Context: an optimization exercise on an open-source flow, tuned for small area, a short achievable clock period and few clock cycles per item. The choices shown serve that exercise and are no tape-out recipe. In this exercise RTL edits were held to simulation tests only and were not proved equivalent to the original. Power figures rest on the tool's default switching activity, not on a simulated workload.

== rev 12 ==
## phold_core
module phold_core (
   input  logic        clk,
   input  logic        rst_n,
   input  logic        in_req,
   input  logic [31:0] in_msg,
   input  logic [15:0] in_gvt,
   input  logic [7:0]  in_rnd,
   output logic        in_ack,
   output logic        out_req,
   output logic [31:0] out_msg,
   input  logic        out_ack,
   output logic        busy
);
   localparam int QD = 4;           
   localparam int QW = 3;           
   logic [23:0] mem   [0:127];
   logic [3:0]  hd    [0:7];
   logic [4:0]  cnt   [0:7];
   logic [7:0]  lv;                  
   logic [15:0] headT [0:7];
   logic [15:0] tailT [0:7];
   logic        buf_v, buf1_v;
   logic [2:0]  buf_lp;
   logic [7:0]  buf_oh;              
   logic [15:0] buf_t;
   logic        buf_y;
   logic [15:0] buf_g;
   logic [7:0]  buf_r;
   logic [51:0] buf1;
   logic        take;                
   logic        acc;                 
   logic [51:0] in_ev;
   assign acc   = !in_ack && in_req && !buf1_v;
   assign in_ev = {8'd1 << in_msg[18:16], in_msg[18:16], in_msg[15:0], in_msg[19], in_gvt, in_rnd};
   always_ff @(posedge clk or negedge rst_n) begin
      if (!rst_n) begin
         in_ack <= 1'b0;
         buf_v  <= 1'b0;
         buf1_v <= 1'b0;
      end else begin
         if (in_ack) begin
            if (!in_req) in_ack <= 1'b0;
  ...
Size: about 8300 cells after synthesis, roughly 3900 flip-flops, about 95 I/O pins, ~0.15 mm2 of cells after synthesis.
export LEC_CHECK = 0
export ABC_CLOCK_PERIOD_IN_PS = 3000
export CAP_MARGIN = 35
export CORE_MARGIN = 2
export CORE_UTILIZATION = 65
export CTS_CLUSTER_DIAMETER = 60
export CTS_CLUSTER_SIZE = 20
export SETUP_SLACK_MARGIN = 2.5
export SLEW_MARGIN = 30
create_clock -name core_clock -period 6.0 [get_ports {clk}]
run.sh (not shown) runs the stock make flow with config.mk's settings and CLKGATE_MAP_FILE= SYNTH_SCRIPT=/design/flow/synth_recipe.tcl, a recipe that flattens the netlist after the stock synthesis.
Testbench counts of rev 12, summed over its fixed seeds: cycles 9,628, events 2,560.
--- input diff rev 12..rev 13 ---
--- a/flow/design.v
+++ b/flow/design.v
@@ -171,36 +171,37 @@
          if (out_req && out_ack) begin
             out_req <= 1'b0;
          end else if (out_done && q_ne) begin
             out_req <= 1'b1;
             phase   <= (qh_kind == 2'd3) && !phase;
          end
       end
    end
    always_ff @(posedge clk) begin
       if (out_done && q_ne) omsg <= next_msg;
    end
-   typedef enum logic [3:0] {
+   typedef enum logic [4:0] {
       S_IDLE, S_PROC, S_WE0, S_WE, S_EXP, S_WH, S_WC, S_CSCAN, S_DEL,
+      S_WT0, S_WT, S_CTAIL,
       S_RBW0, S_RBW, S_RBSCAN, S_RBOW, S_RBOUT
    } state_e;
    state_e      state;
    logic [2:0]  p;
    logic [15:0] t, g;
    logic        y;
    logic [7:0]  r;
    logic [4:0]  n;
    logic [4:0]  nm1, nm2;             
    logic [3:0]  h;
    logic [15:0] HT, TT, prevT;
-   logic        f_empty, f_allexp, f_hexp, f_rb, f_out, f_teh;
+   logic        f_empty, f_allexp, f_hexp, f_rb, f_out, f_teh, f_tet;
    logic [3:0]  rp;                  
    logic [15:0] rp_oh;               
    logic [7:0]  p_oh;                
    logic [23:0] rd_part [0:7];
    logic [23:0] rd_mux;
    logic [23:0] rdata;
    logic [23:0] c_ent;
    logic        c_exp, c_lt, c_eq, c_gt;
    logic        rd_en;
    logic [3:0]  bnd;                 
    logic [3:0]  j;                   
@@ -315,30 +316,60 @@
                      commit   = 1'b1;
                      state_nx = S_IDLE;
                   end
                end else if (f_hexp) begin
                   h_nx     = h + 1'b1;
                   n_nx     = n - 1'b1;
                   rp_nx    = rp + 1'b1;
                   state_nx = S_WC;
                end else if (f_teh) begin
                   rp_nx    = h;
                   state_nx = S_WH;
+               end else if (f_tet) begin
+                  rp_nx    = h + nm2[3:0];
+                  state_nx = S_WT0;
                end else begin
                   prevT_nx = HT;
                   j_nx     = 4'd1;
                   rp_nx    = rp + 1'b1;
                   state_nx = S_WC;
                end
             end
          end
+         S_WT0: begin
+            rp_nx    = rp + 1'b1;
+            state_nx = S_WT;
+         end
+         S_WT: begin
+            state_nx = S_CTAIL;
+         end
+         S_CTAIL: begin
+            if (c_lt) begin
+               push_item[28:27] = 2'd2;
+               push_item[23:0]  = rdata;
+               if (push_ok) begin
+                  push     = 1'b1;
+                  n_nx     = n - 1'b1;
+                  TT_nx    = ctime;
+                  commit   = 1'b1;
+                  state_nx = S_IDLE;
+               end else begin
+                  rd_en = 1'b0;
+               end
+            end else begin
+               prevT_nx = HT;
+               j_nx     = 4'd1;
+               rp_nx    = h + 1'b1;
+               state_nx = S_WH;
+            end
+         end
          S_WH: begin
             rp_nx    = rp + 1'b1;
             state_nx = S_WC;
          end
          S_WE0: begin
             rp_nx    = rp + 1'b1;
             state_nx = S_WE;
          end
          S_WE: begin
             rp_nx    = rp + 1'b1;
             state_nx = S_EXP;
@@ -517,22 +548,23 @@
          nm1      <= l_n - 1'b1;
          nm2      <= l_n - 2'd2;
          h        <= l_h;
          HT       <= l_HT;
          TT       <= l_TT;
          f_empty  <= (l_n == 5'd0);
          f_allexp <= l_allexp;
          f_hexp   <= l_hexp;
          f_rb     <= l_rb;
          f_out    <= l_out;
          f_teh    <= (buf_t == l_HT);
+         f_tet    <= (buf_t == l_TT);
          j        <= '0;
          p_oh     <= buf_oh;
          if (buf_y) begin
             rp    <= l_h + 1'b1;
             rp_oh <= 16'd1 << (l_h + 1'b1);
          end else begin
             rp    <= l_h + l_n[3:0] - 2'd2;
             rp_oh <= 16'd1 << (l_h + l_n[3:0] - 2'd2);
          end
       end else begin
          n     <= n_nx;
==> comparison <==
Looking at largest net degree at the start of global routing, rev 13 sits 16 below rev 12.
Rev 13 vs. rev 12: largest vdd supply drop has increased, clock slew seen by the registers of the worst setup and hold paths has remained practically unchanged, aggregate routed wire length has increased, post-route clock period utilization has decreased, sequential group share of total power has decreased.
Testbench counts of rev 13, summed over its fixed seeds: cycles 9,567, events 2,560.

==> static timing again, ports no longer ideal <==
The flow's constraints put no driver on any port. The routed layouts listed below were extracted and timed again, unchanged, in two steps. Step 1, drivers: a clkbuf_16 drives clk and a buf_2 each remaining input, both assumed. Step 2, shift: input delay + t, output delay - t, t = (earliest + latest rising clock arrival at the registers) / 2. This alone moves slack from input paths to output paths. a / b / c = ideal / step 1 / step 2; a / b = the first two.
| run | t, ns | setup slack, ns | clock arrival spread, ns |
|---|---|---|---|
| rev 12 | 0.983 | 2.327 / 2.327 / 2.106 | 0.051 / 0.051 |
| rev 13 | 0.991 | 2.360 / 2.360 / 2.130 | 0.059 / 0.059 |
After both steps every run listed still meets setup and hold. For rev 13, which loses most, drivers alone change the setup slack by 0.000 ns; drivers and shift together by -0.230 ns.
